Context: an optimization exercise on an open-source flow, tuned for small area. The choices shown serve that exercise and are no tape-out recipe. Only simulation tests tie the RTL to the original design; equivalence was not proved. Power and IR drop assume default switching activity.

==> run.sh <==
#!/bin/bash
# synth_recipe.tcl (not shown) runs the flow's synth.tcl, then flattens the netlist and writes it again
# the make line also repeats each setting of config.mk as NAME=value (left out here)
make -C /OpenROAD-flow-scripts/flow DESIGN_CONFIG=/design/flow/config.mk WORK_HOME=/design/flow/orfs CLKGATE_MAP_FILE= SYNTH_SCRIPT=/design/flow/synth_recipe.tcl finish
==> config.mk <==
export PLATFORM = sky130hd
export DESIGN_NAME = rtype_mc_datapath
export DESIGN_NICKNAME = rtype_mc_datapath
export VERILOG_FILES = /design/flow/design.v
export SDC_FILE = /design/flow/constraint.sdc
export NUM_CORES = 4
export LEC_CHECK = 0
export CAP_MARGIN = 20
export CELL_PAD_IN_SITES_DETAIL_PLACEMENT = 1
export CELL_PAD_IN_SITES_GLOBAL_PLACEMENT = 2
export CORE_MARGIN = 2
export CORE_UTILIZATION = 30
export PLACE_DENSITY = 0.45
export SLEW_MARGIN = 20
export SYNTH_HIERARCHICAL = 1
export SYNTH_MINIMUM_KEEP_SIZE = 0
==> constraint.sdc <==
create_clock -name core_clock -period 8.0 [get_ports {clk}]
set_input_delay 1.6000 -clock core_clock [delete_from_list [all_inputs] [get_ports {clk}]]
set_output_delay 1.6000 -clock core_clock [all_outputs]
set_load 0.01 [all_outputs]
==> design.v <==
module rf_aoi222 (
    input  logic a1, b1, a2, b2, a3, b3,
    output logic y
);
    assign y = ~((a1 & b1) | (a2 & b2) | (a3 & b3));
endmodule
module rf_nand2 (
    input  logic a, b,
    output logic y
);
    assign y = ~(a & b);
endmodule
module rf_aoi22 (
    input  logic a1, b1, a2, b2,
    output logic y
);
    assign y = ~((a1 & b1) | (a2 & b2));
endmodule
module rf_bitmux_lo (
    input  logic [30:0] sel,
    input  logic [30:0] d,
    input  logic        xs,
    input  logic        xd,
    output logic        y
);
    logic [10:0] t;
    for (genvar i = 0; i < 10; i++) begin : g
        rf_aoi222 u(.a1(sel[3*i]), .b1(d[3*i]), .a2(sel[3*i+1]), .b2(d[3*i+1]),
                    .a3(sel[3*i+2]), .b3(d[3*i+2]), .y(t[i]));
    end
    rf_aoi22 u_last(.a1(sel[30]), .b1(d[30]), .a2(xs), .b2(xd), .y(t[10]));
    assign y = ~&t;
endmodule
module rf_bitmux_hi (
    input  logic [30:0] sel,
    input  logic [30:0] d,
    output logic        y
);
    logic [10:0] t;
    for (genvar i = 0; i < 10; i++) begin : g
        rf_aoi222 u(.a1(sel[3*i]), .b1(d[3*i]), .a2(sel[3*i+1]), .b2(d[3*i+1]),
                    .a3(sel[3*i+2]), .b3(d[3*i+2]), .y(t[i]));
    end
    rf_nand2 u_last(.a(sel[30]), .b(d[30]), .y(t[10]));
    assign y = ~&t;
endmodule
module rtype_mc_datapath #(
    parameter int DATA_W = 32,
    parameter int NREGS  = 32
) (
    input  logic              clk,
    input  logic              reset,
    input  logic              instr_valid,
    output logic              instr_ready,
    input  logic [31:0]       instr,
    output logic [DATA_W-1:0] out,
    output logic [5:0]        op,
    output logic              zero,
    output logic              done,
    output logic              illegal,
    output logic              ovf,
    input  logic [4:0]        dbg_addr,
    output logic [DATA_W-1:0] dbg_data
);
    localparam logic [1:0] S_IDLE = 2'd0, S_LOAD = 2'd1, S_STEP = 2'd2, S_DONE = 2'd3;
    logic [1:0]  state_q, state_d;
    logic [31:0] instr_q;
    logic [31:0] a_q;
    logic [3:0]  cnt_q;
    logic        cy_q, f_q, z_q;
    logic [4:0]  g_q;
    logic        init_q;
    logic [31:0] ring_q [31];
    logic [5:0] opc, funct;
    logic [4:0] rs, rt, rd, shamt;
    assign opc   = instr_q[31:26];
    assign rs    = instr_q[25:21];
    assign rt    = instr_q[20:16];
    assign rd    = instr_q[15:11];
    assign shamt = instr_q[10:6];
    assign funct = instr_q[5:0];
    logic legal, is_add, is_sub, is_slt, is_sltu, is_and, is_or, is_xor, is_nor;
    logic is_sll, is_srl, is_sra, is_shift, is_cmp, is_addsub, inv_b;
    always_comb begin
        {is_add, is_sub, is_slt, is_sltu, is_and, is_or, is_xor, is_nor, is_sll, is_srl, is_sra} = '0;
        case (funct)
            6'h20: is_add  = 1'b1;
            6'h22: is_sub  = 1'b1;
            6'h24: is_and  = 1'b1;
            6'h25: is_or   = 1'b1;
            6'h26: is_xor  = 1'b1;
            6'h27: is_nor  = 1'b1;
            6'h2A: is_slt  = 1'b1;
            6'h2B: is_sltu = 1'b1;
            6'h00: is_sll  = 1'b1;
            6'h02: is_srl  = 1'b1;
            6'h03: is_sra  = 1'b1;
            default: ;
        endcase
    end
    assign legal     = (opc == 6'd0) && (is_add | is_sub | is_slt | is_sltu | is_and | is_or |
                                         is_xor | is_nor | is_sll | is_srl | is_sra);
    assign is_shift  = is_sll | is_srl | is_sra;
    assign is_cmp    = legal & (is_slt | is_sltu);
    assign is_addsub = legal & (is_add | is_sub);
    assign inv_b     = is_sub | is_slt | is_sltu;
    logic [4:0]  raddr;
    logic signed [5:0] dif;
    logic [4:0]  slot;
    logic        ren, uninit;
    logic [30:0] sel;
    logic [31:0] word;
    always_comb begin
        if (state_q == S_IDLE) raddr = dbg_addr;
        else if (state_q == S_LOAD) raddr = rs;
        else raddr = rt;
    end
    assign dif    = $signed({1'b0, raddr}) - $signed({1'b0, g_q});
    assign slot   = dif[5] ? 5'(dif + 6'sd31) : dif[4:0];
    assign uninit = init_q & ~dif[5] & (raddr != 5'd0);
    assign ren    = (raddr != 5'd0) & ~uninit;
    always_comb begin
        for (int k = 0; k < 31; k++) sel[k] = ren && (slot == 5'(k));
    end
    for (genvar b = 0; b < 32; b++) begin : g_rd
        logic [30:0] d;
        for (genvar k = 0; k < 31; k++) begin : g_k
            assign d[k] = ring_q[k][b];
        end
        if (b < 5) begin : g_lo
            rf_bitmux_lo u_mux(.sel(sel), .d(d), .xs(uninit), .xd(raddr[b]), .y(word[b]));
        end else begin : g_hi
            rf_bitmux_hi u_mux(.sel(sel), .d(d), .y(word[b]));
        end
    end
    assign dbg_data = word;
    logic [4:0] kk;
    logic [6:0] i0, i1;
    logic       oor0, oor1, fill, b0, b1, a0, a1, c1, c2, s0, s1, ins0, ins1, bb0, bb1;
    assign kk   = is_shift ? shamt : 5'd0;
    assign i0   = is_sll ? ({2'b0, cnt_q, 1'b0} - {2'b0, kk}) : ({2'b0, cnt_q, 1'b0} + {2'b0, kk});
    assign i1   = is_sll ? ({2'b0, cnt_q, 1'b1} - {2'b0, kk}) : ({2'b0, cnt_q, 1'b1} + {2'b0, kk});
    assign oor0 = i0[6] | i0[5];
    assign oor1 = i1[6] | i1[5];
    assign fill = is_sra & word[31];
    assign b0   = oor0 ? fill : word[i0[4:0]];
    assign b1   = oor1 ? fill : word[i1[4:0]];
    assign a0   = a_q[0];
    assign a1   = a_q[1];
    assign bb0  = b0 ^ inv_b;
    assign bb1  = b1 ^ inv_b;
    assign s0   = a0 ^ bb0 ^ cy_q;
    assign c1   = (a0 & bb0) | (a0 & cy_q) | (bb0 & cy_q);
    assign s1   = a1 ^ bb1 ^ c1;
    assign c2   = (a1 & bb1) | (a1 & c1) | (bb1 & c1);
    always_comb begin
        ins0 = 1'b0;
        ins1 = 1'b0;
        if (legal) begin
            if (is_add | is_sub) begin ins0 = s0; ins1 = s1; end
            else if (is_and) begin ins0 = a0 & b0; ins1 = a1 & b1; end
            else if (is_or)  begin ins0 = a0 | b0; ins1 = a1 | b1; end
            else if (is_xor) begin ins0 = a0 ^ b0; ins1 = a1 ^ b1; end
            else if (is_nor) begin ins0 = ~(a0 | b0); ins1 = ~(a1 | b1); end
            else if (is_shift) begin ins0 = b0; ins1 = b1; end
        end
    end
    logic [4:0] g_ahead;    
    logic       start, last, we;
    assign g_ahead = (g_q <= 5'd14) ? g_q + 5'd17 : g_q - 5'd14;
    assign start   = (rd == 5'd0) || (rd == g_ahead);
    assign last    = (cnt_q == 4'd15);
    assign instr_ready = (state_q == S_IDLE) || (state_q == S_DONE);
    assign done        = (state_q == S_DONE);
    always_comb begin
        state_d = state_q;
        case (state_q)
            S_IDLE:  if (instr_valid) state_d = S_LOAD;
            S_LOAD:  if (start) state_d = S_STEP;
            S_STEP:  if (last) state_d = S_DONE;
            default: state_d = instr_valid ? S_LOAD : S_IDLE;
        endcase
    end
    always_ff @(posedge clk or posedge reset) begin
        if (reset) begin
            state_q <= S_IDLE;
            g_q     <= 5'd1;
            init_q  <= 1'b1;
        end else begin
            state_q <= state_d;
            g_q     <= (g_q == 5'd31) ? 5'd1 : g_q + 5'd1;
            if (g_q == 5'd31) init_q <= 1'b0;
        end
    end
    always_ff @(posedge clk) begin
        if (instr_ready) instr_q <= instr;
        if (state_q == S_LOAD) a_q <= word;
        else a_q <= {ins1, ins0, a_q[31:2]};
        cnt_q <= (state_q == S_STEP) ? cnt_q + 4'd1 : 4'd0;
        cy_q  <= (state_q == S_STEP) ? c2 : inv_b;
        z_q   <= (state_q == S_STEP) ? (z_q & ~ins0 & ~ins1) : 1'b1;
        f_q   <= is_slt ? (s1 ^ c1 ^ c2) : is_sltu ? ~c2 : (c1 ^ c2);
    end
    assign out     = {a_q[31:1], a_q[0] | (is_cmp & f_q)};
    assign zero    = z_q & ~(is_cmp & f_q);
    assign illegal = ~legal;
    assign ovf     = is_addsub & f_q;
    assign op      = opc;
    assign we      = done & legal & ~ovf & (rd != 5'd0);
    always_ff @(posedge clk) begin
        for (int k = 0; k < 30; k++) ring_q[k] <= ring_q[k + 1];
        if (we)          ring_q[30] <= out;
        else if (init_q) ring_q[30] <= {27'd0, g_q};
        else             ring_q[30] <= ring_q[0];
    end
endmodule
==> results.py <==
metrics = {
    "synth": {
        "ys.flop_type": "dfxtp_1",
        "synth_top_area_cell": "dfxtp_1",
        "synth_top_area_share_pct": 68.9,
        "synthTopCellsByArea": "dfxtp_1, a222oi_1, edfxtp_1, nand2_1, nand4_1",
        "synth_compound_area_share_pct": 13.9,
        "avgSynthCellArea_um2": 13.8,
        "synth_top_family_by_area": "compound AO/OA/AOI/OAI gates",
        "synthMuxAreaShare_pct": 1.84,
        "syn_nets": 2250,
        "yosysMostFrequentCell": "dfxtp_1",
        "synth_top_cells_by_count": "dfxtp_1, a222oi_1, nand2_1",
        "synth_simple_gate_area_share_pct": 7.68,
        "synth_area_mm2": 0.0299,
        "synth_cell_types": 72,
        "synth_async_sr_flop_share_pct": 0.747,
        "yosysSeqAreaShare_pct": 72.8,
        "synthAdderAreaFrac_pct": 1.77,
        "syn_inst": 2173,
        "synth_xor_area_share_pct": 0.819,
        "synth_edf_count": 32,
        "ys_ff_latch": 1071,
        "yosys_warnings": 8,
    },
    "min_path": {
        "hp-class": "flip-flop to flip-flop",
    },
    "power": {
        "peakVddDrop_mv": 0.412,
        "p_int_mw": 11.9,
        "p_seq_share_pct": 30.0,
        "sw_frac_of_total_pct": 36.0,
        "pwr-share-clk_pct": 29.0,
        "p_leak_nw": 16.4,
        "switchingPower_mw": 6.71,
        "p_per_area_mw_per_mm2": 446,
        "comb_power_share_pct": 41.0,
    },
    "floorplanning": {
        "core_mm2": 0.0987,
        "die_w_um": 320,
        "num_rows": 115,
        "start_util_pct": 30.3,
        "chipHeight_um": 320,
        "die-area_mm2": 0.102,
        "ioPinCount": 115,
    },
    "place": {
        "post-dp-hpwl_um": 85700,
        "pre_cts_ws_ns": -1.53,
        "gp_congestion": 0.804,
        "portBuffers": 114,
    },
    "layout": {
        "final_core_util_pct": 42.3,
        "drive_gt1_share_pct": 27.6,
        "area_delta_synth_final_pct": 39.5,
        "fin_nets": 2878,
    },
    "setup_path": {
        "r2r_slack_ns": 0.39,
        "max_stage_delay_ns": 0.54,
        "path_buf_inv": 13,
        "critPathMaxFanout": 14,
        "cpMostUsedCell": "buf_4",
        "slowest_stage": "or4b_4",
        "rr_startpoint": "state_q[1]",
        "crit_path_end_kind": "flip-flop",
        "worst_ep_arrival_time_ns": 8.36,
        "cp.depth": 37,
        "ff2ff_path_depth": 38,
        "crit-reg2reg-capture": "z_q",
        "crit_required_ns": 8.60,
        "startpoint_type": "input pin",
        "path_class": "input pin to flip-flop",
        "cp-startpoint": "dbg_addr[0]",
        "cp_top_family": "simple AND/OR/NAND/NOR gates",
        "endpoint": "z_q",
    },
    "sta": {
        "fin_crit_ns": 7.76,
        "hold_viol_final": 0,
        "clock.fmax_ghz": 0.129,
        "setup_violations": 0,
        "skew_ns": 0.0358,
        "rsz0062_at_grt": "no",
        "setup_slack_ns": 0.243,
        "slew-limit-headroom_pct": 37.5,
        "worstMarginPinSlew_ns": 0.933,
        "drv_slew": 0,
        "period_share_pct": 97.0,
    },
    "global_route": {
        "grt_pass1_wl_um": 172000,
        "track_usage_pct": 23.6,
        "grt-ovfl-total": 0,
        "antenna_found_initial": 6,
        "grt_pass1_vias": 23200,
        "grt_max_degree": 38,
    },
    "clock_network": {
        "cts_max_level": 3,
        "clock_path_buffers": 3,
        "root_buffer": "clkbuf_16",
        "cts_buffers": 114,
        "insertion_delay_ns": 0.70,
        "cts_hold_buf": 0,
        "clock_sinks": 1071,
        "cts_tree": "done",
        "clk_pin_slew_ns": 0.06,
    },
    "routing": {
        "ant_nets": 0,
        "via_per_inst": 5.22,
        "wirelength_um": 123000,
        "first_pass_iters": 8,
        "first_iter_violations": 2212,
        "drc": 0,
        "avgRoutedWirePerCell_um": 29.3,
        "num_vias": 21900,
    },
    "run_status": {
        "status": "no timing/DRC/antenna violations",
    },
    "job": {
        "drv_cap": 0,
    },
}
-- cells in the final DEF, fill, tap and decap left out, types with 7 or more instances in the layout --
master           count
buf_4              318
ha_1                25
mux2i_1             17
dlygate4sd2_1       22
clkbuf_16          115
nand4_1             67
o21ai_2              9
nand2_1            129
edfxtp_1            32
a21oi_1             16
or3_4               32
nor2_4              33
buf_6               27
buf_12              84
inv_1               38
a211oi_1             8
nand3_1             52
nor2_1              30
clkbuf_1            27
o21ai_0             25
xnor2_1             12
and3_1              11
bufinv_16            7
clkinv_2            12
o2111ai_1           10
a222oi_1           320
xor2_1               8
a31oi_1             11
nor3_1              12
clkbuf_8            39
fa_1                 8
dfxtp_1           1031
clkdlybuf4s50_1     80
nand3b_1            29
mux2_2              31
buf_16               7
-- per-layer routing --
layer	track usage [%]	vias up	part of all wire, %
li1	-	9835	-
met1	31.5	11300	46
met2	38.7	529	47
met3	4.12	183	4.6
met4	7.47	0	3.1
met5	0	-	0
-- state kept, by name, summed over array words and instances, names as in the netlist --
register  cells
cnt_q         4
ring_q      992
z_q           1
state_q       2
g_q           5
cy_q          1
f_q           1
instr_q      32
init_q        1
a_q          32
-- power by group through the flow --
stage               sequential (mW)  combinational (mW)  clock (mW)
global placement               5.71                6.31           0
finish                         5.60                7.65        5.40
global route                   5.61                7.98        5.78
CTS                            5.60                7.34        5.54
floorplan                      5.67                1.77           0
detailed placement             5.72                6.43           0
-- through the flow --
| step | instances | setup TNS (ns) | area (um^2) | total power, mW | hold slack [ns] |
|---|---|---|---|---|---|
| floorplan | 2173 | 0 | 30000 | 7.44 | 0.330 |
| global placement | 3864 | -30.56 | 36000 | 12.0 | 0.331 |
| detailed placement | 3869 | -32.24 | 36200 | 12.2 | 0.336 |
| CTS | 4165 | -0.00772 | 41400 | 18.5 | 0.330 |
| global route | 4179 | 0 | 41800 | 19.4 | 0.336 |
| finish | 4183 | 0 | 41800 | 18.6 | 0.324 |
-- Yosys stat by module (local to each module, per instance) --
module             flops+latches  times used
rf_bitmux_lo                   0           5
rf_aoi222                      0         320
rf_aoi22                       0           5
rf_bitmux_hi                   0          27
rtype_mc_datapath           1071           1
rf_nand2                       0          27
-- final cells by class --
type                       instances  area [um^2]
clock inverter                    26          382
multi-input combinational       1019         8560
sequential                      1071        21800
fill                           10100        56900
clock buffer                     181         3520
inverter                          42          158
tap                             1287         1610
timing repair buffer             553         5730
antenna                            4         10.0
-- worst min-delay path by stage --
stage	start	endpoint	slack, ns	depth (start not counted)
final	ring_q[28][2]	ring_q[27][2]	0.32	0
after global routing	ring_q[25][6]	ring_q[24][6]	0.34	0
after CTS	ring_q[28][2]	ring_q[27][2]	0.33	0
after detailed placement	ring_q[22][16]	ring_q[21][16]	0.34	0
after global placement	ring_q[9][7]	ring_q[8][7]	0.33	0
after floorplan	ring_q[12][0]	ring_q[11][0]	0.33	0
-- what timing repair did --
action,4_1_cts,5_1_grt
endpoints found under the setup margin,37,37
cloned,1,0
gates resized for setup,141,60
buffers inserted,92,18
pin swaps,126,57
-- logic make-up after synthesis --
kind of cell | count (synthesis)
multiplexers | 51
AND/OR/NAND/NOR | 448
adder cells (fa/ha/maj) | 37
buffers and inverters | 83
AO/OA/AOI/OAI | 455
flip-flops | 1071
XOR/XNOR | 28

[separate check: timing with driven ports]
How much do the figures lean on ideal ports? The routed layout below was timed once more, with nothing changed but the port constraints. Step 1 (the two cells are an assumption about what drives the block):
set clk [get_ports {clk}]
set_driving_cell -lib_cell sky130_fd_sc_hd__clkbuf_16 $clk
set_driving_cell -lib_cell sky130_fd_sc_hd__buf_2 [delete_from_list [all_inputs] $clk]
Step 2 adds t to the input delays and takes it off the output delays; t is the mean of the earliest and latest rising clock arrival at the registers after step 1. Input paths then give back, and output paths get back, about the clock's delay inside the block. a / b / c = no drivers / after step 1 / after step 2; a / b = the first two.
shift t [ns]: 0.748
setup slack, ns: 0.243 / 0.256 / -0.457
worst setup path at the end: input to register
pins driven straight from the clock port: 1
With both steps, setup timing fails in this run, where it was met with ideal ports. For this run, drivers alone change the setup slack by +0.013 ns; drivers and shift together by -0.700 ns.
